This design comes from an exercise in tuning for small area and a short achievable clock period on the open sky130 flow, not from production work.
Only simulation tests tie the RTL to the original design; equivalence was not proved.

--- flow/constraint.sdc ---
create_clock -name core_clock -period 15.0 [get_ports {clk}]
set_input_delay 3.0000 -clock core_clock [delete_from_list [all_inputs] [get_ports {clk}]]
set_output_delay 3.0000 -clock core_clock [all_outputs]
set_load 0.01 [all_outputs]
--- flow/config.mk ---
export PLATFORM = sky130hd
export DESIGN_NAME = fft16_pt
export DESIGN_NICKNAME = fft16_pt
export VERILOG_FILES = /design/flow/design.v
export SDC_FILE = /design/flow/constraint.sdc
export NUM_CORES = 4
export LEC_CHECK = 0
export CAP_MARGIN = 20
export CORE_MARGIN = 2
export CORE_UTILIZATION = 60
export SLEW_MARGIN = 20
--- flow/flow/run.sh ---
#!/bin/bash
set -euo pipefail
bash standard.sh synth > synth.log 2>&1
bash standard.sh SETUP_SLACK_MARGIN=10.5 finish > layout.log 2>&1
--- flow/design.v ---
module fft16_pt #(
  parameter int DW = 24,
  parameter int TW = 14,
  parameter int IW = 16
) (
  input  logic                 clk,
  input  logic                 rst,
  input  logic signed [IW-1:0] din_r,
  input  logic signed [IW-1:0] din_i,
  output logic signed [DW-1:0] x1_r,
  output logic signed [DW-1:0] x1_c,
  output logic signed [DW-1:0] x2_r,
  output logic signed [DW-1:0] x2_c,
  output logic signed [DW-1:0] y1_r,
  output logic signed [DW-1:0] y1_c,
  output logic signed [DW-1:0] y2_r,
  output logic signed [DW-1:0] y2_c,
  output logic signed [TW-1:0] ra1_r,
  output logic signed [TW-1:0] ra1_c,
  output logic signed [DW-1:0] z1_r,
  output logic signed [DW-1:0] z1_c,
  output logic signed [DW-1:0] z2_r,
  output logic signed [DW-1:0] z2_c
);
  localparam int SW = 21;    
  localparam int OW = 20;    
  localparam int PW = 23;    
  logic [5:0] c;
  always_ff @(posedge clk) begin
    if (rst) c <= 6'd0;
    else if (c != 6'd56) c <= c + 6'd1;
  end
  logic ld, cmp, outp;
  assign ld   = (c < 6'd16);
  assign cmp  = (c >= 6'd16) && (c < 6'd48);
  assign outp = (c >= 6'd48) && (c < 6'd56);
  logic signed [SW-1:0] tr [8], ti [8], lr [8], li [8];
  logic signed [SW-1:0] z1r_v, z1i_v, z2r_v, z2i_v;    
  logic [4:0] b;         
  assign b = 5'(c - 6'd16);
  logic [2:0] n8;        
  assign n8 = c[2:0];
  logic tx7, tx6, tx4;   
  assign tx7 = cmp && (b[4:3] == 2'd1) && !b[0];
  assign tx6 = cmp && (b[4:3] == 2'd2) && !b[1];
  assign tx4 = cmp && (b[4:3] == 2'd3) && !b[2];
  logic ins_l0, ins_t5, ins_l3;
  assign ins_t5 = ld && (n8 == 3'd1 || n8 == 3'd3);
  assign ins_l3 = ld && (n8 == 3'd4 || n8 == 3'd6);
  assign ins_l0 = ld && !(n8 == 3'd1 || n8 == 3'd3 || n8 == 3'd4 || n8 == 3'd6);
  logic signed [SW-1:0] dr, di;
  assign dr = SW'(din_r);
  assign di = SW'(din_i);
  always_ff @(posedge clk) begin
    tr[0] <= ld ? lr[7] : z1r_v;
    ti[0] <= ld ? li[7] : z1i_v;
    tr[1] <= tr[0]; ti[1] <= ti[0];
    tr[2] <= tr[1]; ti[2] <= ti[1];
    tr[3] <= tr[2]; ti[3] <= ti[2];
    tr[4] <= tx4 ? lr[7] : tr[3];
    ti[4] <= tx4 ? li[7] : ti[3];
    tr[5] <= ins_t5 ? dr : tr[4];
    ti[5] <= ins_t5 ? di : ti[4];
    tr[6] <= tx6 ? lr[7] : tr[5];
    ti[6] <= tx6 ? li[7] : ti[5];
    tr[7] <= tx7 ? lr[7] : tr[6];
    ti[7] <= tx7 ? li[7] : ti[6];
    lr[0] <= ins_l0 ? dr : (ld ? tr[7] : z2r_v);
    li[0] <= ins_l0 ? di : (ld ? ti[7] : z2i_v);
    lr[1] <= lr[0]; li[1] <= li[0];
    lr[2] <= lr[1]; li[2] <= li[1];
    lr[3] <= ins_l3 ? dr : lr[2];
    li[3] <= ins_l3 ? di : li[2];
    lr[4] <= lr[3]; li[4] <= li[3];
    lr[5] <= lr[4]; li[5] <= li[4];
    lr[6] <= lr[5]; li[6] <= li[5];
    lr[7] <= lr[6]; li[7] <= li[6];
  end
  function automatic logic [2:0] tw_m(input logic [4:0] bi);
    case (bi[4:3])
      2'd0: tw_m = 3'd0;
      2'd1: tw_m = {bi[0], 2'b00};
      2'd2: tw_m = {bi[1:0], 1'b0};
      default: tw_m = bi[2:0];
    endcase
  endfunction
  logic [5:0] c_nx;
  assign c_nx = (c == 6'd56) ? c : c + 6'd1;
  logic [4:0] bb_nx;     
  assign bb_nx = 5'(c_nx - 6'd14);
  logic [2:0] mr_nx;
  assign mr_nx = tw_m(bb_nx);
  logic [7:0] sl_nx;     
  always_comb begin
    case (mr_nx)
      3'd0: sl_nx = 8'b0010_1000;
      3'd1: sl_nx = 8'b0010_1001;
      3'd2: sl_nx = 8'b0010_1001;
      3'd3: sl_nx = 8'b1000_0110;
      3'd4: sl_nx = 8'b1000_0110;
      3'd5: sl_nx = 8'b1001_0111;
      3'd6: sl_nx = 8'b1001_0111;
      default: sl_nx = 8'b0110_1101;
    endcase
  end
  logic bt_nx;           
  always_comb begin
    case (bb_nx[4:3])
      2'd1: bt_nx = !bb_nx[0];
      2'd2: bt_nx = !bb_nx[1];
      2'd3: bt_nx = !bb_nx[2];
      default: bt_nx = 1'b0;
    endcase
  end
  logic rd_bt, rd_s1, rd_s2, rd_odd, rd_sq2;
  logic rp_v, rp_n, rq_v, rq_n, ip_v, ip_n, iq_v, iq_n;
  always_ff @(posedge clk) begin
    rd_bt  <= bt_nx;
    rd_s1  <= (bb_nx[4:3] == 2'd1);
    rd_s2  <= (bb_nx[4:3] == 2'd2);
    rd_odd <= mr_nx[0];
    rd_sq2 <= (mr_nx == 3'd2) || (mr_nx == 3'd6);
    {rp_v, rp_n, rq_v, rq_n, ip_v, ip_n, iq_v, iq_n} <= sl_nx;
  end
  logic m_odd, m_sq2;
  assign m_odd = rd_odd;
  assign m_sq2 = rd_sq2;
  logic signed [OW-1:0] bsr, bsi;
  always_comb begin
    if (!rd_bt) begin
      bsr = OW'(lr[5]); bsi = OW'(li[5]);
    end else if (rd_s1) begin
      bsr = OW'(tr[4]); bsi = OW'(ti[4]);
    end else if (rd_s2) begin
      bsr = OW'(tr[3]); bsi = OW'(ti[3]);
    end else begin
      bsr = OW'(tr[1]); bsi = OW'(ti[1]);
    end
  end
  function automatic logic [PW-1:0] sel_p(input logic [OW-1:0] u, input logic [OW-1:0] v,
      input logic p_v, input logic p_n, input logic q_v, input logic q_n,
      input logic odd, input logic sq2);
    logic signed [OW-1:0] pt, qt;
    logic signed [PW-1:0] a, c;
    pt = (p_v ? v : u) ^ {OW{p_n}};
    qt = (q_v ? v : u) ^ {OW{q_n}};
    a  = odd ? {pt, 3'b000} : {{3{pt[OW-1]}}, pt};
    c  = odd ? ~{{3{qt[OW-1]}}, qt} : (sq2 ? {{3{qt[OW-1]}}, qt} : {PW{1'b0}});
    sel_p = a + c + {{(PW-1){1'b0}}, odd};
  endfunction
  logic [PW-1:0] pop_r, pop_i;
  logic [OW-1:0] qop_r, qop_i;
  logic k_odd, k_sq2, k_rpn, k_rqn, k_ipn, k_iqn;
  always_ff @(posedge clk) begin
    pop_r <= sel_p(bsr, bsi, rp_v, rp_n, rq_v, rq_n, m_odd, m_sq2);
    pop_i <= sel_p(bsr, bsi, ip_v, ip_n, iq_v, iq_n, m_odd, m_sq2);
    qop_r <= ((rq_v ? bsi : bsr) ^ {OW{rq_n}});
    qop_i <= ((iq_v ? bsi : bsr) ^ {OW{iq_n}});
    k_odd <= m_odd;
    k_sq2 <= m_sq2;
    k_rpn <= rp_n; k_rqn <= rq_n; k_ipn <= ip_n; k_iqn <= iq_n;
  end
  logic [OW-1:0] xsr, xcr, xsi, xci;
  logic          xcir, xcii;
  fft16_pt_rot u_rot_r (.p(pop_r), .q(qop_r), .odd(k_odd), .sq2(k_sq2), .pn(k_rpn), .qn(k_rqn),
                        .ps(xsr), .pc(xcr), .pci(xcir));
  fft16_pt_rot u_rot_i (.p(pop_i), .q(qop_i), .odd(k_odd), .sq2(k_sq2), .pn(k_ipn), .qn(k_iqn),
                        .ps(xsi), .pc(xci), .pci(xcii));
  logic [OW-1:0] pqs_r, pqc_r, pqs_i, pqc_i;
  logic          pqci_r, pqci_i;
  always_ff @(posedge clk) begin
    pqs_r <= xsr; pqc_r <= xcr; pqci_r <= xcir;
    pqs_i <= xsi; pqc_i <= xci; pqci_i <= xcii;
  end
  logic signed [OW-1:0] pq_r, pq_i;
  assign pq_r = pqs_r + pqc_r + OW'(pqci_r);
  assign pq_i = pqs_i + pqc_i + OW'(pqci_i);
  logic bt2;
  always_comb begin
    case (b[4:3])
      2'd1: bt2 = !b[0];
      2'd2: bt2 = !b[1];
      2'd3: bt2 = !b[2];
      default: bt2 = 1'b0;
    endcase
  end
  logic signed [OW-1:0] bxr, bxi;
  always_comb begin
    if (!bt2) begin
      bxr = OW'(lr[7]); bxi = OW'(li[7]);
    end else begin
      case (b[4:3])
        2'd1: begin bxr = OW'(tr[6]); bxi = OW'(ti[6]); end
        2'd2: begin bxr = OW'(tr[5]); bxi = OW'(ti[5]); end
        default: begin bxr = OW'(tr[3]); bxi = OW'(ti[3]); end
      endcase
    end
  end
  logic signed [OW-1:0] ar, ai;
  assign ar = OW'(tr[7]);
  assign ai = OW'(ti[7]);
  assign z1r_v = SW'(ar) + SW'(pq_r);
  assign z1i_v = SW'(ai) + SW'(pq_i);
  assign z2r_v = SW'(ar) - SW'(pq_r);
  assign z2i_v = SW'(ai) - SW'(pq_i);
  logic [2:0] mb;
  assign mb = tw_m(b);
  logic signed [TW-1:0] wr, wi;
  always_comb begin
    case (mb)
      3'd0: begin wr =  14'sd4096; wi =  14'sd0;    end
      3'd1: begin wr =  14'sd3784; wi = -14'sd1567; end
      3'd2: begin wr =  14'sd2896; wi = -14'sd2896; end
      3'd3: begin wr =  14'sd1567; wi = -14'sd3784; end
      3'd4: begin wr =  14'sd0;    wi = -14'sd4096; end
      3'd5: begin wr = -14'sd1567; wi = -14'sd3784; end
      3'd6: begin wr = -14'sd2896; wi = -14'sd2896; end
      default: begin wr = -14'sd3784; wi = -14'sd1567; end
    endcase
  end
  logic signed [OW-1:0] x1r_q, x1i_q, x2r_q, x2i_q, y1r_q, y1i_q, y2r_q, y2i_q;
  logic signed [SW-1:0] z1r_q, z1i_q, z2r_q, z2i_q;
  logic signed [TW-1:0] war_q, wai_q;
  always_ff @(posedge clk) begin
    if (rst || !cmp) begin
      x1r_q <= '0; x1i_q <= '0; x2r_q <= '0; x2i_q <= '0;
      y1r_q <= '0; y1i_q <= '0; y2r_q <= '0; y2i_q <= '0;
      war_q <= '0; wai_q <= '0;
    end else begin
      x1r_q <= ar; x1i_q <= ai; x2r_q <= bxr; x2i_q <= bxi;
      y1r_q <= pq_r; y1i_q <= pq_i; y2r_q <= -pq_r; y2i_q <= -pq_i;
      war_q <= wr; wai_q <= wi;
    end
  end
  always_ff @(posedge clk) begin
    if (rst || ld) begin
      z1r_q <= '0; z1i_q <= '0; z2r_q <= '0; z2i_q <= '0;
    end else if (cmp) begin
      z1r_q <= z1r_v; z1i_q <= z1i_v; z2r_q <= z2r_v; z2i_q <= z2i_v;
    end else if (outp) begin
      z1r_q <= tr[7]; z1i_q <= ti[7]; z2r_q <= lr[7]; z2i_q <= li[7];
    end
  end
  assign x1_r = DW'(x1r_q); assign x1_c = DW'(x1i_q);
  assign x2_r = DW'(x2r_q); assign x2_c = DW'(x2i_q);
  assign y1_r = DW'(y1r_q); assign y1_c = DW'(y1i_q);
  assign y2_r = DW'(y2r_q); assign y2_c = DW'(y2i_q);
  assign ra1_r = war_q; assign ra1_c = wai_q;
  assign z1_r = DW'(z1r_q); assign z1_c = DW'(z1i_q);
  assign z2_r = DW'(z2r_q); assign z2_c = DW'(z2i_q);
endmodule
module fft16_pt_rot (
  input  logic [22:0] p,
  input  logic [19:0] q,
  input  logic        odd,
  input  logic        sq2,
  input  logic        pn,
  input  logic        qn,
  output logic [19:0] ps,
  output logic [19:0] pc,
  output logic        pci
);
  logic [31:0] sa, sb;
  wire w1 = (odd & p[0]);
  wire w2 = ((odd & ~sq2 & ~pn & qn) | (odd & ~sq2 & pn & qn));
  wire w3 = (odd & p[1]);
  wire w4 = ((odd & ~sq2 & ~pn & qn) | (odd & ~sq2 & pn & qn));
  wire w5 = (odd & p[2]);
  wire w6 = ((odd & ~sq2 & ~pn & qn) | (odd & ~sq2 & pn & qn));
  wire w7 = (odd & ~p[0]);
  wire w8 = (odd & p[3]);
  wire w9 = (odd & ~q[0]);
  wire w10 = ((odd & ~sq2 & ~pn & qn) | (odd & ~sq2 & pn & ~qn));
  wire w11 = (odd & ~p[1]);
  wire w12 = (odd & p[4]);
  wire w13 = (sq2 & p[0]);
  wire w14 = (odd & ~q[1]);
  wire w15 = ((~odd & sq2 & ~pn & qn) | (~odd & sq2 & pn & ~qn) | (odd & ~sq2 & ~pn & ~qn) | (odd & ~sq2 & pn & ~qn) | (odd & ~sq2 & pn & qn));
  wire w16 = (odd & ~p[0]);
  wire w17 = (odd & ~p[2]);
  wire w18 = (odd & p[5]);
  wire w19 = (sq2 & p[1]);
  wire w20 = (odd & ~q[2]);
  wire w21 = ((~odd & sq2 & pn & qn) | (odd & ~sq2 & ~pn & ~qn) | (odd & ~sq2 & pn & ~qn));
  wire w22 = (odd & ~p[1]);
  wire w23 = (odd & ~p[3]);
  wire w24 = ((odd & p[6]) | (sq2 & p[0]));
  wire w25 = (sq2 & p[2]);
  wire w26 = (odd & ~q[3]);
  wire w27 = ((~odd & sq2 & ~pn & qn) | (~odd & sq2 & pn & ~qn) | (odd & ~sq2 & ~pn & qn) | (odd & ~sq2 & pn & ~qn));
  wire w28 = (odd & ~p[2]);
  wire w29 = (odd & ~p[4]);
  wire w30 = ((odd & p[7]) | (sq2 & p[1]));
  wire w31 = (sq2 & p[3]);
  wire w32 = (odd & ~q[4]);
  wire w33 = ((~odd & sq2 & pn & qn) | (odd & ~sq2 & pn & ~qn));
  wire w34 = (odd & ~p[3]);
  wire w35 = ((odd & ~p[5]) | (sq2 & ~p[0]));
  wire w36 = ((odd & p[8]) | (sq2 & p[2]));
  wire w37 = (sq2 & p[4]);
  wire w38 = (odd & ~q[5]);
  wire w39 = ((~odd & sq2 & ~pn & ~qn) | (~odd & sq2 & pn & qn) | (odd & ~sq2 & pn & qn));
  wire w40 = (odd & p[0]);
  wire w41 = (odd & ~p[4]);
  wire w42 = ((odd & ~p[6]) | (sq2 & ~p[1]));
  wire w43 = ((odd & p[9]) | (sq2 & p[3]));
  wire w44 = (sq2 & p[5]);
  wire w45 = (odd & ~q[6]);
  wire w46 = ((~odd & sq2 & pn & qn) | (odd & ~sq2 & ~pn & qn) | (odd & ~sq2 & pn & ~qn));
  wire w47 = (odd & p[1]);
  wire w48 = ((odd & ~p[5]) | (sq2 & ~p[0]));
  wire w49 = ((odd & ~p[7]) | (sq2 & ~p[2]));
  wire w50 = ((odd & p[10]) | (sq2 & p[4]));
  wire w51 = (sq2 & p[6]);
  wire w52 = (odd & ~q[7]);
  wire w53 = ((~odd & sq2 & ~pn & ~qn) | (odd & ~sq2 & ~pn & qn) | (odd & ~sq2 & pn & ~qn) | (odd & ~sq2 & pn & qn));
  wire w54 = (odd & p[2]);
  wire w55 = ((odd & ~p[6]) | (sq2 & ~p[1]));
  wire w56 = ((odd & ~p[8]) | (sq2 & ~p[3]));
  wire w57 = ((odd & p[11]) | (sq2 & p[5]));
  wire w58 = ((odd & q[0]) | (sq2 & p[7]));
  wire w59 = (odd & ~q[8]);
  wire w60 = ((~odd & sq2 & pn & qn) | (odd & ~sq2 & pn & ~qn));
  wire w61 = ((odd & p[3]) | (~odd & p[0]));
  wire w62 = ((odd & ~p[7]) | (sq2 & ~p[2]));
  wire w63 = ((odd & ~p[9]) | (sq2 & ~p[4]));
  wire w64 = ((odd & p[12]) | (sq2 & p[6]));
  wire w65 = ((odd & q[1]) | (sq2 & p[8]));
  wire w66 = (odd & ~q[9]);
  wire w67 = ((~odd & ~sq2 & pn & ~qn) | (~odd & ~sq2 & pn & qn) | (~odd & sq2 & ~pn & qn) | (~odd & sq2 & pn & ~qn) | (~odd & sq2 & pn & qn) | (odd & ~sq2 & pn & qn));
  wire w68 = ((odd & p[4]) | (~odd & p[1]));
  wire w69 = ((odd & ~p[8]) | (sq2 & ~p[3]));
  wire w70 = ((odd & ~p[10]) | (sq2 & ~p[5]));
  wire w71 = ((odd & p[13]) | (sq2 & p[7]));
  wire w72 = ((odd & q[2]) | (sq2 & p[9]));
  wire w73 = (odd & ~q[10]);
  wire w74 = ((odd & p[5]) | (~odd & p[2]));
  wire w75 = ((odd & ~p[9]) | (sq2 & ~p[4]));
  wire w76 = ((odd & ~p[11]) | (sq2 & ~p[6]));
  wire w77 = ((odd & p[14]) | (sq2 & p[8]));
  wire w78 = ((odd & q[3]) | (sq2 & p[10]));
  wire w79 = (odd & ~q[11]);
  wire w80 = ((odd & p[6]) | (~odd & p[3]));
  wire w81 = ((odd & ~p[10]) | (sq2 & ~p[5]));
  wire w82 = ((odd & ~p[12]) | (sq2 & ~p[7]));
  wire w83 = ((odd & p[15]) | (sq2 & p[9]));
  wire w84 = ((odd & q[4]) | (sq2 & p[11]));
  wire w85 = (odd & ~q[12]);
  wire w86 = ((odd & p[7]) | (~odd & p[4]));
  wire w87 = ((odd & ~p[11]) | (sq2 & ~p[6]));
  wire w88 = ((odd & ~p[13]) | (sq2 & ~p[8]));
  wire w89 = ((odd & p[16]) | (sq2 & p[10]));
  wire w90 = ((odd & q[5]) | (sq2 & p[12]));
  wire w91 = (odd & ~q[13]);
  wire w92 = ((odd & p[8]) | (~odd & p[5]));
  wire w93 = ((odd & ~p[12]) | (sq2 & ~p[7]));
  wire w94 = ((odd & ~p[14]) | (sq2 & ~p[9]));
  wire w95 = ((odd & p[17]) | (sq2 & p[11]));
  wire w96 = ((odd & q[6]) | (sq2 & p[13]));
  wire w97 = (odd & ~q[14]);
  wire w98 = ((odd & p[9]) | (~odd & p[6]));
  wire w99 = ((odd & ~p[13]) | (sq2 & ~p[8]));
  wire w100 = ((odd & ~p[15]) | (sq2 & ~p[10]));
  wire w101 = ((odd & p[18]) | (sq2 & p[12]));
  wire w102 = ((odd & q[7]) | (sq2 & p[14]));
  wire w103 = (odd & ~q[15]);
  wire w104 = ((odd & p[10]) | (~odd & p[7]));
  wire w105 = ((odd & ~p[14]) | (sq2 & ~p[9]));
  wire w106 = ((odd & ~p[16]) | (sq2 & ~p[11]));
  wire w107 = ((odd & p[19]) | (sq2 & p[13]));
  wire w108 = ((odd & q[8]) | (sq2 & p[15]));
  wire w109 = (odd & ~q[16]);
  wire w110 = ((odd & p[11]) | (~odd & p[8]));
  wire w111 = ((odd & ~p[15]) | (sq2 & ~p[10]));
  wire w112 = ((odd & ~p[17]) | (sq2 & ~p[12]));
  wire w113 = ((odd & p[20]) | (sq2 & p[14]));
  wire w114 = ((odd & q[9]) | (sq2 & p[16]));
  wire w115 = (odd & ~q[17]);
  wire w116 = ((odd & p[12]) | (~odd & p[9]));
  wire w117 = ((odd & ~p[16]) | (sq2 & ~p[11]));
  wire w118 = ((odd & ~p[18]) | (sq2 & ~p[13]));
  wire w119 = ((odd & p[21]) | (sq2 & p[15]));
  wire w120 = ((odd & q[10]) | (sq2 & p[17]));
  wire w121 = (odd & ~q[18]);
  wire w122 = ((odd & p[13]) | (~odd & p[10]));
  wire w123 = ((odd & ~p[17]) | (sq2 & ~p[12]));
  wire w124 = ((odd & ~p[19]) | (sq2 & ~p[14]));
  wire w125 = ((odd & ~p[22]) | (sq2 & p[16]));
  wire w126 = ((odd & q[11]) | (sq2 & p[18]));
  wire w127 = (odd & q[19]);
  wire w128 = ((odd & p[14]) | (~odd & p[11]));
  wire w129 = ((odd & ~p[18]) | (sq2 & ~p[13]));
  wire w130 = ((odd & ~p[20]) | (sq2 & ~p[15]));
  wire w131 = (sq2 & p[17]);
  wire w132 = ((odd & q[12]) | (sq2 & p[19]));
  wire w133 = ((odd & ~sq2 & ~pn & ~qn) | (odd & ~sq2 & ~pn & qn) | (odd & ~sq2 & pn & ~qn) | (odd & ~sq2 & pn & qn));
  wire w134 = ((odd & p[15]) | (~odd & p[12]));
  wire w135 = ((odd & ~p[19]) | (sq2 & ~p[14]));
  wire w136 = ((odd & ~p[21]) | (sq2 & ~p[16]));
  wire w137 = (sq2 & p[18]);
  wire w138 = ((odd & q[13]) | (sq2 & p[20]));
  wire w139 = ((odd & ~sq2 & ~pn & ~qn) | (odd & ~sq2 & ~pn & qn) | (odd & ~sq2 & pn & ~qn) | (odd & ~sq2 & pn & qn));
  wire w140 = ((odd & p[16]) | (~odd & p[13]));
  wire w141 = ((odd & ~p[20]) | (sq2 & ~p[15]));
  wire w142 = ((odd & p[22]) | (sq2 & ~p[17]));
  wire w143 = (sq2 & p[19]);
  wire w144 = ((odd & q[14]) | (sq2 & p[21]));
  wire w145 = ((odd & p[17]) | (~odd & p[14]));
  wire w146 = ((odd & ~p[21]) | (sq2 & ~p[16]));
  wire w147 = (sq2 & ~p[18]);
  wire w148 = (sq2 & p[20]);
  wire w149 = ((odd & q[15]) | (sq2 & ~p[22]));
  wire w150 = ((~odd & sq2 & ~pn & ~qn) | (~odd & sq2 & ~pn & qn) | (~odd & sq2 & pn & ~qn) | (~odd & sq2 & pn & qn) | (odd & ~sq2 & ~pn & ~qn) | (odd & ~sq2 & ~pn & qn) | (odd & ~sq2 & pn & ~qn) | (odd & ~sq2 & pn & qn));
  wire w151 = ((odd & p[18]) | (~odd & p[15]));
  wire w152 = ((odd & p[22]) | (sq2 & ~p[17]));
  wire w153 = (sq2 & ~p[19]);
  wire w154 = (sq2 & p[21]);
  wire w155 = (odd & q[16]);
  wire w156 = ((~odd & sq2 & ~pn & ~qn) | (~odd & sq2 & ~pn & qn) | (~odd & sq2 & pn & ~qn) | (~odd & sq2 & pn & qn));
  wire w157 = ((odd & p[19]) | (~odd & p[16]));
  wire w158 = (sq2 & ~p[18]);
  wire w159 = (sq2 & ~p[20]);
  wire w160 = (sq2 & ~p[22]);
  wire w161 = (odd & q[17]);
  wire w162 = ((odd & ~sq2 & ~pn & ~qn) | (odd & ~sq2 & ~pn & qn) | (odd & ~sq2 & pn & ~qn) | (odd & ~sq2 & pn & qn));
  wire w163 = ((odd & p[20]) | (~odd & p[17]));
  wire w164 = (sq2 & ~p[19]);
  wire w165 = (sq2 & ~p[21]);
  wire w166 = (odd & q[18]);
  wire w167 = ((~odd & sq2 & ~pn & ~qn) | (~odd & sq2 & ~pn & qn) | (~odd & sq2 & pn & ~qn) | (~odd & sq2 & pn & qn) | (odd & ~sq2 & ~pn & ~qn) | (odd & ~sq2 & ~pn & qn) | (odd & ~sq2 & pn & ~qn) | (odd & ~sq2 & pn & qn));
  wire w168 = ((odd & p[21]) | (~odd & p[18]));
  wire w169 = (sq2 & ~p[20]);
  wire w170 = (sq2 & p[22]);
  wire w171 = (odd & ~q[19]);
  wire w172 = ((odd & ~p[22]) | (~odd & p[19]));
  wire w173 = (sq2 & ~p[21]);
  wire w174 = ((~odd & sq2 & ~pn & ~qn) | (~odd & sq2 & ~pn & qn) | (~odd & sq2 & pn & ~qn) | (~odd & sq2 & pn & qn));
  wire w175 = w40 ^ w41;
  wire w176 = w40 & w41;
  wire w177 = w47 ^ w48 ^ w49;
  wire w178 = (w47 & w48) | (w47 & w49) | (w48 & w49);
  wire w179 = w54 ^ w55 ^ w56;
  wire w180 = (w54 & w55) | (w54 & w56) | (w55 & w56);
  wire w181 = w61 ^ w62 ^ w63;
  wire w182 = (w61 & w62) | (w61 & w63) | (w62 & w63);
  wire w183 = w68 ^ w69;
  wire w184 = w68 & w69;
  wire w185 = w74 ^ w75;
  wire w186 = w74 & w75;
  wire w187 = w80 ^ w81;
  wire w188 = w80 & w81;
  wire w189 = w86 ^ w87;
  wire w190 = w86 & w87;
  wire w191 = w92 ^ w93;
  wire w192 = w92 & w93;
  wire w193 = w98 ^ w99;
  wire w194 = w98 & w99;
  wire w195 = w104 ^ w105;
  wire w196 = w104 & w105;
  wire w197 = w110 ^ w111;
  wire w198 = w110 & w111;
  wire w199 = w116 ^ w117;
  wire w200 = w116 & w117;
  wire w201 = w122 ^ w123;
  wire w202 = w122 & w123;
  wire w203 = w128 ^ w129;
  wire w204 = w128 & w129;
  wire w205 = w134 ^ w135;
  wire w206 = w134 & w135;
  wire w207 = w11 ^ w12;
  wire w208 = w11 & w12;
  wire w209 = w16 ^ w17 ^ w18;
  wire w210 = (w16 & w17) | (w16 & w18) | (w17 & w18);
  wire w211 = w19 ^ w20;
  wire w212 = w19 & w20;
  wire w213 = w22 ^ w23 ^ w24;
  wire w214 = (w22 & w23) | (w22 & w24) | (w23 & w24);
  wire w215 = w25 ^ w26 ^ w27;
  wire w216 = (w25 & w26) | (w25 & w27) | (w26 & w27);
  wire w217 = w28 ^ w29 ^ w30;
  wire w218 = (w28 & w29) | (w28 & w30) | (w29 & w30);
  wire w219 = w31 ^ w32 ^ w33;
  wire w220 = (w31 & w32) | (w31 & w33) | (w32 & w33);
  wire w221 = w34 ^ w35 ^ w36;
  wire w222 = (w34 & w35) | (w34 & w36) | (w35 & w36);
  wire w223 = w37 ^ w38 ^ w39;
  wire w224 = (w37 & w38) | (w37 & w39) | (w38 & w39);
  wire w225 = w42 ^ w43 ^ w44;
  wire w226 = (w42 & w43) | (w42 & w44) | (w43 & w44);
  wire w227 = w45 ^ w46 ^ w175;
  wire w228 = (w45 & w46) | (w45 & w175) | (w46 & w175);
  wire w229 = w50 ^ w51 ^ w52;
  wire w230 = (w50 & w51) | (w50 & w52) | (w51 & w52);
  wire w231 = w53 ^ w177 ^ w176;
  wire w232 = (w53 & w177) | (w53 & w176) | (w177 & w176);
  wire w233 = w57 ^ w58 ^ w59;
  wire w234 = (w57 & w58) | (w57 & w59) | (w58 & w59);
  wire w235 = w60 ^ w179 ^ w178;
  wire w236 = (w60 & w179) | (w60 & w178) | (w179 & w178);
  wire w237 = w64 ^ w65 ^ w66;
  wire w238 = (w64 & w65) | (w64 & w66) | (w65 & w66);
  wire w239 = w67 ^ w181 ^ w180;
  wire w240 = (w67 & w181) | (w67 & w180) | (w181 & w180);
  wire w241 = w70 ^ w71 ^ w72;
  wire w242 = (w70 & w71) | (w70 & w72) | (w71 & w72);
  wire w243 = w73 ^ w183 ^ w182;
  wire w244 = (w73 & w183) | (w73 & w182) | (w183 & w182);
  wire w245 = w76 ^ w77 ^ w78;
  wire w246 = (w76 & w77) | (w76 & w78) | (w77 & w78);
  wire w247 = w79 ^ w185 ^ w184;
  wire w248 = (w79 & w185) | (w79 & w184) | (w185 & w184);
  wire w249 = w82 ^ w83 ^ w84;
  wire w250 = (w82 & w83) | (w82 & w84) | (w83 & w84);
  wire w251 = w85 ^ w187 ^ w186;
  wire w252 = (w85 & w187) | (w85 & w186) | (w187 & w186);
  wire w253 = w88 ^ w89 ^ w90;
  wire w254 = (w88 & w89) | (w88 & w90) | (w89 & w90);
  wire w255 = w91 ^ w189 ^ w188;
  wire w256 = (w91 & w189) | (w91 & w188) | (w189 & w188);
  wire w257 = w94 ^ w95 ^ w96;
  wire w258 = (w94 & w95) | (w94 & w96) | (w95 & w96);
  wire w259 = w97 ^ w191 ^ w190;
  wire w260 = (w97 & w191) | (w97 & w190) | (w191 & w190);
  wire w261 = w100 ^ w101 ^ w102;
  wire w262 = (w100 & w101) | (w100 & w102) | (w101 & w102);
  wire w263 = w103 ^ w193 ^ w192;
  wire w264 = (w103 & w193) | (w103 & w192) | (w193 & w192);
  wire w265 = w106 ^ w107 ^ w108;
  wire w266 = (w106 & w107) | (w106 & w108) | (w107 & w108);
  wire w267 = w109 ^ w195 ^ w194;
  wire w268 = (w109 & w195) | (w109 & w194) | (w195 & w194);
  wire w269 = w112 ^ w113 ^ w114;
  wire w270 = (w112 & w113) | (w112 & w114) | (w113 & w114);
  wire w271 = w115 ^ w197 ^ w196;
  wire w272 = (w115 & w197) | (w115 & w196) | (w197 & w196);
  wire w273 = w118 ^ w119 ^ w120;
  wire w274 = (w118 & w119) | (w118 & w120) | (w119 & w120);
  wire w275 = w121 ^ w199 ^ w198;
  wire w276 = (w121 & w199) | (w121 & w198) | (w199 & w198);
  wire w277 = w124 ^ w125 ^ w126;
  wire w278 = (w124 & w125) | (w124 & w126) | (w125 & w126);
  wire w279 = w127 ^ w201 ^ w200;
  wire w280 = (w127 & w201) | (w127 & w200) | (w201 & w200);
  wire w281 = w130 ^ w131 ^ w132;
  wire w282 = (w130 & w131) | (w130 & w132) | (w131 & w132);
  wire w283 = w133 ^ w203 ^ w202;
  wire w284 = (w133 & w203) | (w133 & w202) | (w203 & w202);
  wire w285 = w136 ^ w137 ^ w138;
  wire w286 = (w136 & w137) | (w136 & w138) | (w137 & w138);
  wire w287 = w139 ^ w205 ^ w204;
  wire w288 = (w139 & w205) | (w139 & w204) | (w205 & w204);
  wire w289 = w140 ^ w141 ^ w142;
  wire w290 = (w140 & w141) | (w140 & w142) | (w141 & w142);
  wire w291 = w143 ^ w144 ^ w206;
  wire w292 = (w143 & w144) | (w143 & w206) | (w144 & w206);
  wire w293 = w145 ^ w146 ^ w147;
  wire w294 = (w145 & w146) | (w145 & w147) | (w146 & w147);
  wire w295 = w148 ^ w149 ^ w150;
  wire w296 = (w148 & w149) | (w148 & w150) | (w149 & w150);
  wire w297 = w151 ^ w152 ^ w153;
  wire w298 = (w151 & w152) | (w151 & w153) | (w152 & w153);
  wire w299 = w154 ^ w155 ^ w156;
  wire w300 = (w154 & w155) | (w154 & w156) | (w155 & w156);
  wire w301 = w157 ^ w158 ^ w159;
  wire w302 = (w157 & w158) | (w157 & w159) | (w158 & w159);
  wire w303 = w160 ^ w161 ^ w162;
  wire w304 = (w160 & w161) | (w160 & w162) | (w161 & w162);
  wire w305 = w163 ^ w164 ^ w165;
  wire w306 = (w163 & w164) | (w163 & w165) | (w164 & w165);
  wire w307 = w166 ^ w167;
  wire w308 = w166 & w167;
  wire w309 = w168 ^ w169 ^ w170;
  wire w310 = (w168 & w169) | (w168 & w170) | (w169 & w170);
  wire w311 = w7 ^ w8;
  wire w312 = w7 & w8;
  wire w313 = w13 ^ w14 ^ w15;
  wire w314 = (w13 & w14) | (w13 & w15) | (w14 & w15);
  wire w315 = w21 ^ w209 ^ w211;
  wire w316 = (w21 & w209) | (w21 & w211) | (w209 & w211);
  wire w317 = w213 ^ w215 ^ w210;
  wire w318 = (w213 & w215) | (w213 & w210) | (w215 & w210);
  wire w319 = w217 ^ w219 ^ w214;
  wire w320 = (w217 & w219) | (w217 & w214) | (w219 & w214);
  wire w321 = w221 ^ w223 ^ w218;
  wire w322 = (w221 & w223) | (w221 & w218) | (w223 & w218);
  wire w323 = w225 ^ w227 ^ w222;
  wire w324 = (w225 & w227) | (w225 & w222) | (w227 & w222);
  wire w325 = w229 ^ w231 ^ w226;
  wire w326 = (w229 & w231) | (w229 & w226) | (w231 & w226);
  wire w327 = w233 ^ w235 ^ w230;
  wire w328 = (w233 & w235) | (w233 & w230) | (w235 & w230);
  wire w329 = w237 ^ w239 ^ w234;
  wire w330 = (w237 & w239) | (w237 & w234) | (w239 & w234);
  wire w331 = w241 ^ w243 ^ w238;
  wire w332 = (w241 & w243) | (w241 & w238) | (w243 & w238);
  wire w333 = w245 ^ w247 ^ w242;
  wire w334 = (w245 & w247) | (w245 & w242) | (w247 & w242);
  wire w335 = w249 ^ w251 ^ w246;
  wire w336 = (w249 & w251) | (w249 & w246) | (w251 & w246);
  wire w337 = w253 ^ w255 ^ w250;
  wire w338 = (w253 & w255) | (w253 & w250) | (w255 & w250);
  wire w339 = w257 ^ w259 ^ w254;
  wire w340 = (w257 & w259) | (w257 & w254) | (w259 & w254);
  wire w341 = w261 ^ w263 ^ w258;
  wire w342 = (w261 & w263) | (w261 & w258) | (w263 & w258);
  wire w343 = w265 ^ w267 ^ w262;
  wire w344 = (w265 & w267) | (w265 & w262) | (w267 & w262);
  wire w345 = w269 ^ w271 ^ w266;
  wire w346 = (w269 & w271) | (w269 & w266) | (w271 & w266);
  wire w347 = w273 ^ w275 ^ w270;
  wire w348 = (w273 & w275) | (w273 & w270) | (w275 & w270);
  wire w349 = w277 ^ w279 ^ w274;
  wire w350 = (w277 & w279) | (w277 & w274) | (w279 & w274);
  wire w351 = w281 ^ w283 ^ w278;
  wire w352 = (w281 & w283) | (w281 & w278) | (w283 & w278);
  wire w353 = w285 ^ w287 ^ w282;
  wire w354 = (w285 & w287) | (w285 & w282) | (w287 & w282);
  wire w355 = w289 ^ w291 ^ w286;
  wire w356 = (w289 & w291) | (w289 & w286) | (w291 & w286);
  wire w357 = w293 ^ w295 ^ w290;
  wire w358 = (w293 & w295) | (w293 & w290) | (w295 & w290);
  wire w359 = w297 ^ w299 ^ w294;
  wire w360 = (w297 & w299) | (w297 & w294) | (w299 & w294);
  wire w361 = w301 ^ w303 ^ w298;
  wire w362 = (w301 & w303) | (w301 & w298) | (w303 & w298);
  wire w363 = w305 ^ w307 ^ w302;
  wire w364 = (w305 & w307) | (w305 & w302) | (w307 & w302);
  wire w365 = w171 ^ w309 ^ w306;
  wire w366 = (w171 & w309) | (w171 & w306) | (w309 & w306);
  wire w367 = w172 ^ w173 ^ w174;
  wire w368 = (w172 & w173) | (w172 & w174) | (w173 & w174);
  wire w369 = w9 ^ w10;
  wire w370 = w9 & w10;
  wire w371 = w207 ^ w313 ^ w312;
  wire w372 = (w207 & w313) | (w207 & w312) | (w313 & w312);
  wire w373 = w208 ^ w315 ^ w314;
  wire w374 = (w208 & w315) | (w208 & w314) | (w315 & w314);
  wire w375 = w212 ^ w317 ^ w316;
  wire w376 = (w212 & w317) | (w212 & w316) | (w317 & w316);
  wire w377 = w216 ^ w319 ^ w318;
  wire w378 = (w216 & w319) | (w216 & w318) | (w319 & w318);
  wire w379 = w220 ^ w321 ^ w320;
  wire w380 = (w220 & w321) | (w220 & w320) | (w321 & w320);
  wire w381 = w224 ^ w323 ^ w322;
  wire w382 = (w224 & w323) | (w224 & w322) | (w323 & w322);
  wire w383 = w228 ^ w325 ^ w324;
  wire w384 = (w228 & w325) | (w228 & w324) | (w325 & w324);
  wire w385 = w232 ^ w327 ^ w326;
  wire w386 = (w232 & w327) | (w232 & w326) | (w327 & w326);
  wire w387 = w236 ^ w329 ^ w328;
  wire w388 = (w236 & w329) | (w236 & w328) | (w329 & w328);
  wire w389 = w240 ^ w331 ^ w330;
  wire w390 = (w240 & w331) | (w240 & w330) | (w331 & w330);
  wire w391 = w244 ^ w333 ^ w332;
  wire w392 = (w244 & w333) | (w244 & w332) | (w333 & w332);
  wire w393 = w248 ^ w335 ^ w334;
  wire w394 = (w248 & w335) | (w248 & w334) | (w335 & w334);
  wire w395 = w252 ^ w337 ^ w336;
  wire w396 = (w252 & w337) | (w252 & w336) | (w337 & w336);
  wire w397 = w256 ^ w339 ^ w338;
  wire w398 = (w256 & w339) | (w256 & w338) | (w339 & w338);
  wire w399 = w260 ^ w341 ^ w340;
  wire w400 = (w260 & w341) | (w260 & w340) | (w341 & w340);
  wire w401 = w264 ^ w343 ^ w342;
  wire w402 = (w264 & w343) | (w264 & w342) | (w343 & w342);
  wire w403 = w268 ^ w345 ^ w344;
  wire w404 = (w268 & w345) | (w268 & w344) | (w345 & w344);
  wire w405 = w272 ^ w347 ^ w346;
  wire w406 = (w272 & w347) | (w272 & w346) | (w347 & w346);
  wire w407 = w276 ^ w349 ^ w348;
  wire w408 = (w276 & w349) | (w276 & w348) | (w349 & w348);
  wire w409 = w280 ^ w351 ^ w350;
  wire w410 = (w280 & w351) | (w280 & w350) | (w351 & w350);
  wire w411 = w284 ^ w353 ^ w352;
  wire w412 = (w284 & w353) | (w284 & w352) | (w353 & w352);
  wire w413 = w288 ^ w355 ^ w354;
  wire w414 = (w288 & w355) | (w288 & w354) | (w355 & w354);
  wire w415 = w292 ^ w357 ^ w356;
  wire w416 = (w292 & w357) | (w292 & w356) | (w357 & w356);
  wire w417 = w296 ^ w359 ^ w358;
  wire w418 = (w296 & w359) | (w296 & w358) | (w359 & w358);
  wire w419 = w300 ^ w361 ^ w360;
  wire w420 = (w300 & w361) | (w300 & w360) | (w361 & w360);
  wire w421 = w304 ^ w363 ^ w362;
  wire w422 = (w304 & w363) | (w304 & w362) | (w363 & w362);
  wire w423 = w308 ^ w365 ^ w364;
  wire w424 = (w308 & w365) | (w308 & w364) | (w365 & w364);
  wire w425 = w310 ^ w367 ^ w366;
  wire w426 = (w310 & w367) | (w310 & w366) | (w367 & w366);
  assign sa = {w425, w423, w421, w419, w417, w415, w413, w411, w409, w407, w405, w403, w401, w399, w397, w395, w393, w391, w389, w387, w385, w383, w381, w379, w377, w375, w373, w371, w311, w5, w3, w1};
  assign sb = {w424, w422, w420, w418, w416, w414, w412, w410, w408, w406, w404, w402, w400, w398, w396, w394, w392, w390, w388, w386, w384, w382, w380, w378, w376, w374, w372, w370, w369, w6, w4, w2};
  logic [12:0] lo;
  assign lo  = {1'b0, sa[11:0]} + {1'b0, sb[11:0]};
  assign ps  = sa[31:12];
  assign pc  = sb[31:12];
  assign pci = lo[12];
endmodule
--- flow/standard.sh ---
#!/bin/bash
# synth_recipe.tcl (not shown) runs the flow's synth.tcl, then flattens the netlist and writes it again
# the make line also repeats each setting of config.mk as NAME=value (left out here)
make -C /OpenROAD-flow-scripts/flow DESIGN_CONFIG=/design/flow/config.mk WORK_HOME=/design/flow/orfs CLKGATE_MAP_FILE= SYNTH_SCRIPT=/design/flow/synth_recipe.tcl "${@:-finish}"
==> flow_metrics.tcl, run 1 <==
set metrics [dict create \
    status "no timing/DRC/antenna violations" \
    avgViaCountPerCell 5.847 \
    dieArea_mm2 0.08768 \
    place_hpwl_um 113800 \
    drt_first_pass_iters 5 \
    ff_latch_area_mm2 0.02258 \
    numPortBuffers 346 \
    finalSetupViolCount 0 \
    drv_cap 0 \
    ant_nets 0 \
    startpoint "pqci_r" \
    clock_path_buffers 3 \
    grt_pass1_vias 37290 \
    rsz0062_at_grt "yes" \
    layout_common_cells "dfxtp_1 (1076), inv_1 (409), nand2_1 (354)" \
    grtUsageTotal_pct 36.09 \
    fin_util_pct 71.91 \
    grt_start_max_net_pins 77 \
    skew_ns 0.07874 \
    r2r-start "pqci_r" \
    synth_fa_ha_area_share_pct 14.38 \
    drc 0 \
    worstMarginPinSlew_ns 1.030 \
    fmax_mhz 217.1 \
    critical_path_required_ns 15.56 \
    ys_ff_latch 1124 \
    hold_viol 0 \
    clock-sinks 1124 \
    cp.arrival_ns 5.17 \
    stdcell_area_mm2 0.06104 \
    ioPinCount 350 \
    synth-edff-count 0 \
    die_x_um 296.1 \
    async_flop_share_pct 0 \
    fp.dieH_um 296.1 \
    hold_path_startpoint "ti[2][1]" \
    core-area_mm2 0.08488 \
    drv_slew 0 \
    drive_above_1_share_pct 16.15 \
    cts_tree "yes" \
    synth.distinct_cells 102 \
    crit_type "reg2reg" \
    clkLatencyLatePin_ns 0.72 \
    cp_max_fo 4 \
    finalSetupTns_ns 0 \
    synth_top_flop_cell "dfxtp_1" \
    num_rows 107 \
    timing.final.ws_setup_ns 10.39 \
    synth_compound_area_share_pct 12.08 \
    syn_to_final_growth_pct 19.22 \
    final_nets 5815 \
    cts_buffers 109 \
    synth_top_family_by_area "adder cells" \
    vias 38406 \
    yosys.area_share.xor_xnor_pct 4.233 \
    synthCells 5042 \
    routedWlPerCell_um 24.53 \
    layout_commonest_cell "dfxtp_1" \
    cts_hold_buf 0 \
    postPlaceCellArea_mm2 0.05517 \
    grt_pass1_wl_um 235700 \
    clk_pin_slew_worst_paths_ns 0.07 \
    antenna_found_initial 2 \
    min_path_type "reg2reg" \
    htree_levels 3 \
    drt_iter0_drc 3204 \
    routed_wl_um 161200 \
    ys_seq_area_share_pct 43.95 \
    grt-ovfl-total 0 \
    synth-simple-area-share_pct 9.550 \
    multi_input_area_mm2 0.02708 \
    initial_core_util_pct 60.32 \
    period_needed_ns 4.606 \
    critPathLaunchType "flip-flop" \
    syn_area_mm2 0.05120 \
    slew-limit-headroom_pct 29.40 \
    fillers 6484 \
    critical_path.endpoint_type "flip-flop" \
    synth.avg_cell_area_um2 10.15 \
    pre_cts_ws_ns 9.194 \
    yosys_warnings 5 \
    root_buffer "clkbuf_16" \
    post-route-period-util_pct 30.71 \
    place.gp.congestion 0.9197 \
    synth.mux.area_fraction_pct 10.01 \
]
synthesized netlist by cell type, types with 32 or more instances:
cell,count,area share [%]
a211oi_1,118,1.7
a21o_1,78,1.1
a21oi_1,220,2.2
a22oi_1,83,1.2
and2_1,82,1.0
buf_1,32,0.23
buf_4,57,0.84
clkbuf_1,214,1.6
dfxtp_1,1124,44
fa_1,224,8.8
ha_1,230,5.6
inv_1,416,3.0
mux2_2,254,5.6
mux2i_1,225,4.4
nand2_1,357,2.6
nand2b_1,40,0.49
nand3_1,43,0.42
nor2_1,301,2.2
nor2b_1,69,0.84
nor3_1,48,0.47
o21ai_0,247,2.4
o22ai_1,38,0.46
xnor2_1,169,2.9
xor2_1,74,1.3
critical path: stages (launching register included):
cell and delay [ns]:
dfxtp_2 0.32, fa_2 0.40, buf_4 0.16, a211oi_4 0.31
o21bai_2 0.12, a21oi_1 0.19, xor2_1 0.23, buf_4 0.24
clkinvlp_4 0.12, ha_1 0.23, or3_1 0.31, or3b_4 0.41
a2111o_1 0.43, a41o_1 0.30, a211oi_2 0.25, nor2_2 0.08
buf_4 0.15, mux2i_1 0.17, a211oi_1 0.09
per-layer routing:
layer  track usage (%)  share of wire (%)  wire length [um]  vias to the layer above
li1                  -                  -                 -                    17523
met1             49.29                 42             67780                    19023
met2             57.90                 46             74570                     1578
met3             6.970                8.6             13880                      282
met4             11.32                3.1              4925                        0
met5                 0                  0                 0                        -
state kept, by name, indices dropped and copies added, names as in the netlist, 21 cells and up:
register	flops
tr	168
z1i_q	21
lr	168
ti	168
li	168
pop_i	23
z2i_q	21
z1r_q	21
z2r_q	21
pop_r	23
what timing repair did:
item / 4_1_cts / 5_1_grt
setup buffers: 41 / 51
pin swaps: 21 / 54
resized for setup: 491 / 157
gates cloned: 4 / 0
setup endpoints to repair: 513 / 97
area by class of cell:
class,instances,share of cell area (%)
Clock inverter,57,1.298
Inverter,422,2.622
Clock buffer,150,5.246
Tap cell,1144,2.345
Multi-Input combinational cell,3190,44.36
Antenna cell,2,0.008200
Timing Repair Buffer,480,7.119
Sequential cell,1124,37.00
final timing paths:
kind,slack [ns],end,cells after the start
min reg2reg,0.32,ti[3][1],0
max,10.39,z1r_q[19],18
min,0.32,ti[3][1],0
max reg2reg,10.39,z1r_q[19],18
cell families after synthesis:
family | Yosys count
AO/OA/AOI/OAI | 964
XOR/XNOR | 245
adder cells (fa/ha/maj) | 454
buffers and inverters | 731
flip-flops | 1124
multiplexers | 480
other | 1
AND/OR/NAND/NOR | 1043
per-stage QoR:
step / hold WS [ns] / cells
after floorplan: 0.3096 / 5044
after global placement: 0.3095 / 6264
after detailed placement: 0.3121 / 6264
after CTS: 0.3210 / 6516
after global routing: 0.3230 / 6567
final: 0.3203 / 6569
==> run 2, diff against run 1 <==
==> flow/run.sh (new file) <==
#!/bin/bash
# synth_recipe.tcl (not shown) runs the flow's synth.tcl, then flattens the netlist and writes it again
# the make line also repeats each setting of config.mk as NAME=value (left out here)
make -C /OpenROAD-flow-scripts/flow DESIGN_CONFIG=/design/flow/config.mk WORK_HOME=/design/flow/orfs CLKGATE_MAP_FILE= SYNTH_SCRIPT=/design/flow/synth_recipe.tcl finish
removed: flow/flow/run.sh
removed: flow/standard.sh
==> flow_metrics.tcl, run 2 <==
set metrics [dict create \
    status "no timing/DRC/antenna violations" \
    cp.arrival_ns 6.69 \
    cp_cell_sequence "buf_4 > mux2i_1 > o21ai_0 > mux2i_1 > mux2i_1 > xor2_1 > mux2_2 > fa_1 > inv_1 > fa_1 > nor2b_1 > o21a_1 > o21ai_0 > a21o_1 > a21oi_1 > a211o_1 > a31o_2 > a21oi_1 > xnor3_1" \
    synthCells 5042 \
    final_nets 5727 \
    cp_slowest_stage_delay_ns 0.73 \
    whs_endpoint "lr[7][10]" \
    postCtsSetupBuffers 0 \
    antenna_found_initial 5 \
    skew_ns 0.07023 \
    cp_common_cell "mux2i_1" \
    drc 0 \
    clk_pin_slew_worst_paths_ns 0.06 \
    die_x_um 296.1 \
    timing.final.ws_setup_ns 8.868 \
    num_rows 107 \
    whs_ns 0.3182 \
    grt_pass1_wl_um 227100 \
    synth_top_area_share_pct 43.95 \
    layout_commonest_cell "dfxtp_1" \
    drt_iter0_drc 2998 \
    ant_nets 0 \
    drv_cap 0 \
    numPortBuffers 346 \
    hold_viol 0 \
    finalSetupTns_ns 0 \
    met3_length_um 10320 \
    min_path_cells 0 \
    initial_core_util_pct 60.32 \
    drt_first_pass_iters 6 \
    pre_cts_ws_ns 8.563 \
    fmax_mhz 163.1 \
    yosys_warnings 5 \
    clock-sinks 1124 \
    routedWlPerCell_um 23.72 \
    layout_common_cells "dfxtp_1 (1117), inv_1 (415), nand2_1 (354)" \
    critical_path_required_ns 15.55 \
    hold_path_startpoint "lr[6][10]" \
    postPlaceCellArea_mm2 0.05518 \
    place_inst 6270 \
    slew-limit-headroom_pct 20.14 \
    avgViaCountPerCell 5.788 \
    crit_slowest_cell "mux2i_1" \
    grtUsageTotal_pct 34.54 \
    r2r_end "pop_r[22]" \
    grt_start_max_net_pins 80 \
    routed_wl_um 153500 \
    critPathLaunchType "flip-flop" \
    fin_util_pct 69.44 \
    period_needed_ns 6.132 \
    cts_tree "yes" \
    htree_levels 3 \
    ioPinCount 350 \
    synthTopCellsByArea "dfxtp_1 (44%), fa_1 (8.8%), ha_1 (5.6%)" \
    fp.dieH_um 296.1 \
    finalSetupViolCount 0 \
    cp_max_fo 31 \
    cts_buffers 111 \
    root_buffer "clkbuf_16" \
    ys_top_cells_by_count "dfxtp_1 (1124), inv_1 (416), nand2_1 (357)" \
    synth-edff-count 0 \
    place.gp.congestion 0.9483 \
    r2r-start "rd_s2" \
    async_flop_share_pct 0 \
    reg2regPathDepth 19 \
    vias 37445 \
    synth_top_flop_cell "dfxtp_1" \
    rsz0062_at_grt "no" \
    core-area_mm2 0.08488 \
    drv_slew 0 \
    worstMarginPinSlew_ns 1.165 \
    ys_seq_area_share_pct 43.95 \
    syn_to_final_growth_pct 15.13 \
    clkLatencyLatePin_ns 0.72 \
    synth.largest_area_cell "dfxtp_1" \
    critical_path.endpoint_type "flip-flop" \
    wl_met2_um 71500 \
    cts_resized 0 \
    drive_above_1_share_pct 10.12 \
    post-route-period-util_pct 40.88 \
    crit_type "reg2reg" \
    clock_path_buffers 3 \
    synth.avg_cell_area_um2 10.15 \
    drt-met1-wl_um 66710 \
    ff2ff_setup_slack_ns 8.87 \
    grt-ovfl-total 0 \
    place_hpwl_um 111800 \
    grt_pass1_vias 36710 \
    dieArea_mm2 0.08768 \
    ys_ff_latch 1124 \
    cts_hold_buf 0 \
    instances_no_fill 6469 \
    min_path_type "reg2reg" \
    syn_area_mm2 0.05120 \
    stdcell_area_mm2 0.05894 \
    highest_layer "met4" \
    synth.distinct_cells 102 \
    synth_most_common_cell "dfxtp_1" \
]
==> run 2: cell counts after synthesis <==
No cell type changed its count.
==> run 2: worst max-delay path by stage <==
stage / end / startpoint / cells past startpoint
floorplan: tr[0][19] / pqs_r[0] / 18
global placement: war_q[8] / rst / 8
detailed placement: war_q[8] / rst / 8
CTS: pop_r[22] / rd_s2 / 19
global route: pop_r[22] / rd_s2 / 19
finish: pop_r[22] / rd_s2 / 19
==> run 2: kinds of logic (layout without fill, tap and decap cells) <==
kind of cell,after synthesis,after routing,synth area share (%)
fa+ha+maj,454,454,14.38
buf+inv,731,1011,5.794
simple gates,1043,1043,9.550
mux,480,480,10.01
compound gates,964,964,12.08
xor+xnor,245,245,4.233
other cells,1,4,0.007324
flops,1124,1124,43.95
==> run 2: worst max-delay path, delay by kind of cell (launching register included) <==
| kind | cells | cell delay, ns |
|---|---|---|
| compound gates | 8 | 1.72 |
| xor+xnor | 2 | 0.56 |
| fa+ha+maj | 2 | 0.66 |
| buf+inv | 2 | 0.74 |
| flops | 1 | 0.55 |
| mux | 4 | 1.64 |
| simple gates | 1 | 0.06 |
==> run 2: final cells by class <==
cell class | instances | area, um^2
Fill cell | 6662 | 25930
Sequential cell | 1124 | 22520
Timing Repair Buffer | 391 | 3801
Clock inverter | 42 | 635.6
Multi-Input combinational cell | 3189 | 25850
Tap cell | 1144 | 1431
Inverter | 422 | 1585
Clock buffer | 156 | 3127
Antenna cell | 1 | 2.502
==> run 2: routing by layer <==
layer | vias up | track usage [%]
met5 | - | 0
met4 | 0 | 11.14
met3 | 266 | 5.921
met2 | 1305 | 56.03
met1 | 18563 | 47.02
li1 | 17311 | -
==> run 3, diff against run 2 <==
==> flow/flow/run.sh (new file) <==
#!/bin/bash
set -euo pipefail
bash standard.sh synth > synth.log 2>&1
bash standard.sh SETUP_SLACK_MARGIN=10.8 "BUFFER_PORTS_ARGS=-buffer_cell sky130_fd_sc_hd__buf_2" finish > layout.log 2>&1
==> flow/standard.sh (new file) <==
#!/bin/bash
# synth_recipe.tcl (not shown) runs the flow's synth.tcl, then flattens the netlist and writes it again
# the make line also repeats each setting of config.mk as NAME=value (left out here)
make -C /OpenROAD-flow-scripts/flow DESIGN_CONFIG=/design/flow/config.mk WORK_HOME=/design/flow/orfs CLKGATE_MAP_FILE= SYNTH_SCRIPT=/design/flow/synth_recipe.tcl "${@:-finish}"
--- a/flow/config.mk
+++ b/flow/config.mk
@@ -7,5 +7,6 @@
 export LEC_CHECK = 0
 export CAP_MARGIN = 20
 export CORE_MARGIN = 2
-export CORE_UTILIZATION = 60
+export CORE_UTILIZATION = 65
+export CTS_BUF_LIST = sky130_fd_sc_hd__clkbuf_8
 export SLEW_MARGIN = 20
removed: flow/run.sh
==> flow_metrics.tcl, run 3 <==
set metrics [dict create \
    critPathLaunchType "flip-flop" \
    numPortBuffers 346 \
    path_delay_family "compound AO/OA/AOI/OAI gates" \
    synth-edff-count 0 \
    stdcell_area_mm2 0.06321 \
    synth.distinct_cells 102 \
    root_buffer "clkbuf_8" \
    r2r-start "pqs_r[0]" \
    instances_no_fill 6661 \
    final_nets 5977 \
    drive_above_1_share_pct 30.44 \
    clock_path_buffers 3 \
    synthTopCellsByArea "dfxtp_1 (44%), fa_1 (8.8%), ha_1 (5.6%)" \
    grt_pass1_wl_um 245700 \
    die_x_um 284.7 \
    critical_path_required_ns 15.74 \
    syn_area_mm2 0.05120 \
    synth.avg_cell_area_um2 10.15 \
    ys_ff_latch 1124 \
    avgViaCountPerCell 6.170 \
    yosys_warnings 5 \
    place_inst 6160 \
    synth.largest_area_cell "dfxtp_1" \
    fmax_mhz 218.5 \
    status "no timing/DRC/antenna violations" \
    rsz0062_at_grt "yes" \
    antenna_found_initial 10 \
    cts_tree "yes" \
    cp_cell_sequence "fa_2 > fa_2 > a21o_1 > a221oi_4 > buf_6 > xnor2_4 > ha_4 > or3_1 > or3b_4 > a2111o_1 > a41o_1 > a211oi_2 > nor2_2 > or4_1 > nand3_2" \
    drc 0 \
    grt_start_max_net_pins 91 \
    clk_pin_slew_worst_paths_ns 0.07 \
    syn_to_final_growth_pct 23.46 \
    core-area_mm2 0.07772 \
    cp_slowest_stage_delay_ns 0.45 \
    synth_fa_ha_area_share_pct 14.38 \
    hold_path_startpoint "li[1][3]" \
    slew-limit-headroom_pct 21.04 \
    drv_cap 0 \
    worstMarginPinSlew_ns 1.184 \
    yosys.area_share.xor_xnor_pct 4.233 \
    min_path_cells 0 \
    fp.dieH_um 284.7 \
    finalSetupViolCount 0 \
    ant_nets 0 \
    async_flop_share_pct 0 \
    post-route-period-util_pct 30.51 \
    routed_wl_um 172100 \
    crit_slowest_cell "or3b_4" \
    synth_top_area_share_pct 43.95 \
    critical_path.endpoint_type "flip-flop" \
    htree_levels 4 \
    synth_top_flop_cell "dfxtp_1" \
    critical_path_depth 15 \
    num_rows 102 \
    ff2ff_setup_slack_ns 10.42 \
    dieArea_mm2 0.08103 \
    synth_most_common_cell "dfxtp_1" \
    ioPinCount 350 \
    cts_hold_buf 0 \
    finalSetupTns_ns 0 \
    synth_top_family_by_area "adder cells" \
    ys_seq_area_share_pct 43.95 \
    min_path_type "reg2reg" \
    crit_type "reg2reg" \
    ys_top_cells_by_count "dfxtp_1 (1124), inv_1 (416), nand2_1 (357)" \
    place_hpwl_um 112000 \
    drv_slew 0 \
    layout_commonest_cell "dfxtp_1" \
    cp_max_fo 4 \
    period_needed_ns 4.576 \
    drt_iter0_drc 4601 \
    hold_viol 0 \
    cp_common_cell "fa_2" \
    synth-simple-area-share_pct 9.550 \
    grtUsageTotal_pct 40.15 \
    grt-ovfl-total 0 \
    postPlaceCellArea_mm2 0.05334 \
    cp.arrival_ns 5.32 \
    vias 41098 \
    startpoint "pqs_r[0]" \
    synth_compound_area_share_pct 12.08 \
    clock-sinks 1124 \
    synthCells 5042 \
    synth.mux.area_fraction_pct 10.01 \
    drt_first_pass_iters 6 \
    layout_common_cells "dfxtp_1 (917), inv_1 (443), nand2_1 (348)" \
    crit_buf_inv 1 \
    initial_core_util_pct 65.87 \
    skew_ns 0.05385 \
    cts_buffers 170 \
    reg2regPathDepth 15 \
    routedWlPerCell_um 25.84 \
    grt_pass1_vias 40201 \
    clkLatencyLatePin_ns 0.84 \
    place.gp.congestion 1.003 \
]
-- run 3: layout make-up --
cell class | count | area (um^2)
Clock buffer | 216 | 2973
Timing Repair Buffer | 581 | 5497
Inverter | 422 | 1619
Multi-Input combinational cell | 3190 | 28280
Sequential cell | 1124 | 22860
Antenna cell | 3 | 7.507
Tap cell | 1040 | 1301
Fill cell | 4688 | 14510
Clock inverter | 85 | 681.9
-- run 3: path summary, 6_finish.rpt --
path | to
worst min register to register | li[2][3]
worst max register to register | tr[0][19]
worst min-delay path | li[2][3]
worst max-delay path | tr[0][19]
-- run 3: stage by stage --
stage | setup WS (ns) | hold slack (ns) | util (%)
floorplan | 10.70 | 0.3096 | -
global placement | 9.577 | 0.3097 | 68.64
detailed placement | 9.521 | 0.3121 | 68.64
CTS | 10.49 | 0.2935 | 79.10
global route | 10.37 | 0.3017 | 81.33
finish | 10.42 | 0.2988 | 81.33
-- run 3: routing by layer --
layer	track usage [%]	vias up	part of all wire, %
li1	-	17857	-
met1	52.81	20109	39
met2	61.50	2529	45
met3	11.42	595	11
met4	18.26	8	5.2
met5	0	-	0.041
-- run 3: repair_timing --
item | in CTS | in global routing
gates cloned | 3 | 3
pin swaps | 97 | 92
setup buffers | 143 | 48
endpoints found under the setup margin | 504 | 422
resized for setup | 744 | 294
hold endpoints to repair | 0 | 0
-- run 3: cell families (layout without fill, tap and decap cells) --
family,Yosys count,count (layout)
AOI/OAI and AO/OA,964,964
xor gates and xnor gates,245,245
adders and majority gates,454,454
buffers and inverters,731,1304
DFF,1124,1124
muxes,480,480
other,1,6
and+or+nand+nor,1043,1044
==> run 4, diff against run 3 <==
==> flow/flow/run.sh (replaced) <==
#!/bin/bash
set -euo pipefail
bash standard.sh synth > synth.log 2>&1
bash standard.sh SETUP_SLACK_MARGIN=10.8 "BUFFER_PORTS_ARGS=-buffer_cell sky130_fd_sc_hd__buf_1" finish > layout.log 2>&1
--- a/flow/config.mk
+++ b/flow/config.mk
@@ -8,5 +8,5 @@
 export CAP_MARGIN = 20
 export CORE_MARGIN = 2
 export CORE_UTILIZATION = 65
-export CTS_BUF_LIST = sky130_fd_sc_hd__clkbuf_8
+export CTS_BUF_LIST = sky130_fd_sc_hd__clkbuf_4 sky130_fd_sc_hd__clkbuf_8
 export SLEW_MARGIN = 20
==> flow_metrics.tcl, run 4 <==
set metrics [dict create \
    status "no timing/DRC/antenna violations" \
    vias 41268 \
    num_rows 102 \
    fp.dieH_um 284.7 \
    synth.distinct_cells 102 \
    grt_pass1_wl_um 247700 \
    routedWlPerCell_um 26.34 \
    syn_area_mm2 0.05120 \
    period_needed_ns 4.540 \
    layout_common_cells "dfxtp_1 (920), inv_1 (391), nand2_1 (347)" \
    final_nets 5990 \
    ff_latch_area_mm2 0.02286 \
    worstMarginPinSlew_ns 1.225 \
    synth_top_area_share_pct 43.95 \
    syn_to_final_growth_pct 24.27 \
    synthTopCellsByArea "dfxtp_1 (44%), fa_1 (8.8%), ha_1 (5.6%)" \
    root_buffer "clkbuf_8" \
    hold_viol 0 \
    drv_slew 0 \
    skew_ns 0.07587 \
    yosys_warnings 5 \
    die_x_um 284.7 \
    drc 0 \
    antenna_found_initial 5 \
    place.gp.congestion 0.9904 \
    grtUsageTotal_pct 40.37 \
    cts_tree "yes" \
    synth_top_flop_cell "dfxtp_1" \
    rsz0062_at_grt "yes" \
    synth_most_common_cell "dfxtp_1" \
    layout_commonest_cell "dfxtp_1" \
    drv_cap 0 \
    initial_core_util_pct 65.87 \
    finalSetupViolCount 0 \
    grt_pass1_vias 40658 \
    grt-ovfl-total 0 \
    busiest_layer "met2" \
    post-route-period-util_pct 30.27 \
    dieArea_mm2 0.08103 \
    crit_type "reg2reg" \
    htree_levels 4 \
    drt_first_pass_iters 7 \
    clkLatencyLatePin_ns 0.87 \
    ioPinCount 350 \
    clock-sinks 1124 \
    routed_wl_um 175900 \
    cts_hold_buf 0 \
    drt_iter0_drc 4837 \
    numPortBuffers 346 \
    critPathLaunchType "flip-flop" \
    grt_util_met2_pct 63.58 \
    use_met1_pct 52.81 \
    cts_buffers 170 \
    fillers 4419 \
    ys_ff_latch 1124 \
    clk_pin_slew_worst_paths_ns 0.06 \
    grt_use_met3_pct 10.45 \
    clock_path_buffers 3 \
    synth.largest_area_cell "dfxtp_1" \
    ant_nets 0 \
    async_flop_share_pct 0 \
    min_path_type "reg2reg" \
    critical_path.endpoint_type "flip-flop" \
    synthCells 5042 \
    ys_top_cells_by_count "dfxtp_1 (1124), inv_1 (416), nand2_1 (357)" \
    multi_input_area_mm2 0.02837 \
    grt_start_max_net_pins 87 \
]
## run 4: cell count changes in the layout (fill, tap and decap cells not counted), sizes merged
cell and change:
inv -52, clkinvlp +1, buf +12, clkbuf +37, clkinv +15, bufinv +4
## run 4: per-stage QoR
stage	setup slack [ns]	utilization (%)	hold slack, ns	area [um^2]	cells
after floorplan	10.70	-	0.3096	51370	5044
after global placement	9.579	68.11	0.3096	52940	6163
after detailed placement	9.383	68.11	0.3121	52940	6163
after CTS	10.46	78.91	0.2933	61330	6581
after global routing	10.27	81.86	0.3072	63630	6678
final	10.46	81.86	0.2984	63630	6678
## run 4: final timing paths
path,startpoint,endpoint,slack (ns),depth (start not counted)
worst max-delay path,pqci_r,tr[0][19],10.46,19
worst min-delay path,li[3][5],li[4][5],0.30,0
worst max register to register,pqci_r,tr[0][19],10.46,19
worst min register to register,li[3][5],li[4][5],0.30,0
## run 4: timing repair
action | 4_1_cts | 5_1_grt
pin swaps | 115 | 144
resized for setup | 1055 | 318
gates cloned | 5 | 5
endpoints found under the setup margin | 515 | 410
setup buffers | 108 | 89
hold endpoints to repair | 0 | 0
## run 4: cells by family (layout without fill, tap and decap cells)
kind of cell    after synthesis  in the layout  synth area share, %
compound gates              964            964                12.08
xor+xnor                    245            245                4.233
fa+ha+maj                   454            454                14.38
buf+inv                     731           1321                5.794
flops                      1124           1124                43.95
mux                         480            480                10.01
other cells                   1              6             0.007324
simple gates               1043           1044                9.550
## run 4: critical path: stages (launching register included)
cell	delay, ns
dfxtp_2	0.32
fa_2	0.41
fa_2	0.37
buf_4	0.15
buf_6	0.11
a211oi_4	0.22
o21ba_4	0.20
o31ai_4	0.07
buf_6	0.16
xnor2_4	0.26
ha_4	0.27
buf_4	0.15
nand4_1	0.17
nor2_1	0.09
a2111o_1	0.46
a41o_1	0.30
a211oi_2	0.21
nor2_2	0.08
or4_1	0.40
nand3_1	0.07
## run 4: area by class of cell
cell class / instances / area share, %
multi-input cells: 3190 / 44.60
flip-flops and latches: 1124 / 35.93
repair buffers: 594 / 8.851
clock buffers: 252 / 4.940
inverters: 422 / 2.566
well taps: 1040 / 2.045
clock inverters: 53 / 1.058
diodes: 3 / 0.01180
## run 4: layer usage
metal / part of all wire (%) / routed length [um] / vias up
met1: 38 / 67710 / 20150
met5: 0 / 0 / -
li1: - / - / 17884
met3: 11 / 19710 / 641
met4: 4.7 / 8205 / 0
met2: 46 / 80300 / 2593

what the ideal ports hide:
No port has a modelled driver above. Below, the same layouts with a new extraction and two added sets of constraints.
Step 1 sets driving cells, clkbuf_16 on the clock port and buf_2 on the other inputs (assumed; they add their load-dependent delay and slew).
Step 2, shift: input delay + t, output delay - t, t = (earliest + latest rising clock arrival at the registers) / 2. This alone moves slack from input paths to output paths.
Three values: no drivers, after step 1, after step 2; two values: the first two.
run	shift t [ns]	slack for setup (ns)	worst setup path after step 2	clock arrival spread, ns
run 1	0.752	10.394 / 10.394 / 10.084	input to register	0.079 / 0.079
run 2	0.766	8.868 / 8.868 / 8.520	input to register	0.073 / 0.072
run 3	0.881	10.424 / 10.424 / 9.833	input to register	0.054 / 0.054
run 4	0.901	10.460 / 10.460 / 10.018	input to register	0.077 / 0.077
After both steps setup and hold are still met in every run listed. For run 3, which loses most, drivers alone change the setup slack by 0.000 ns; drivers and shift together by -0.591 ns.
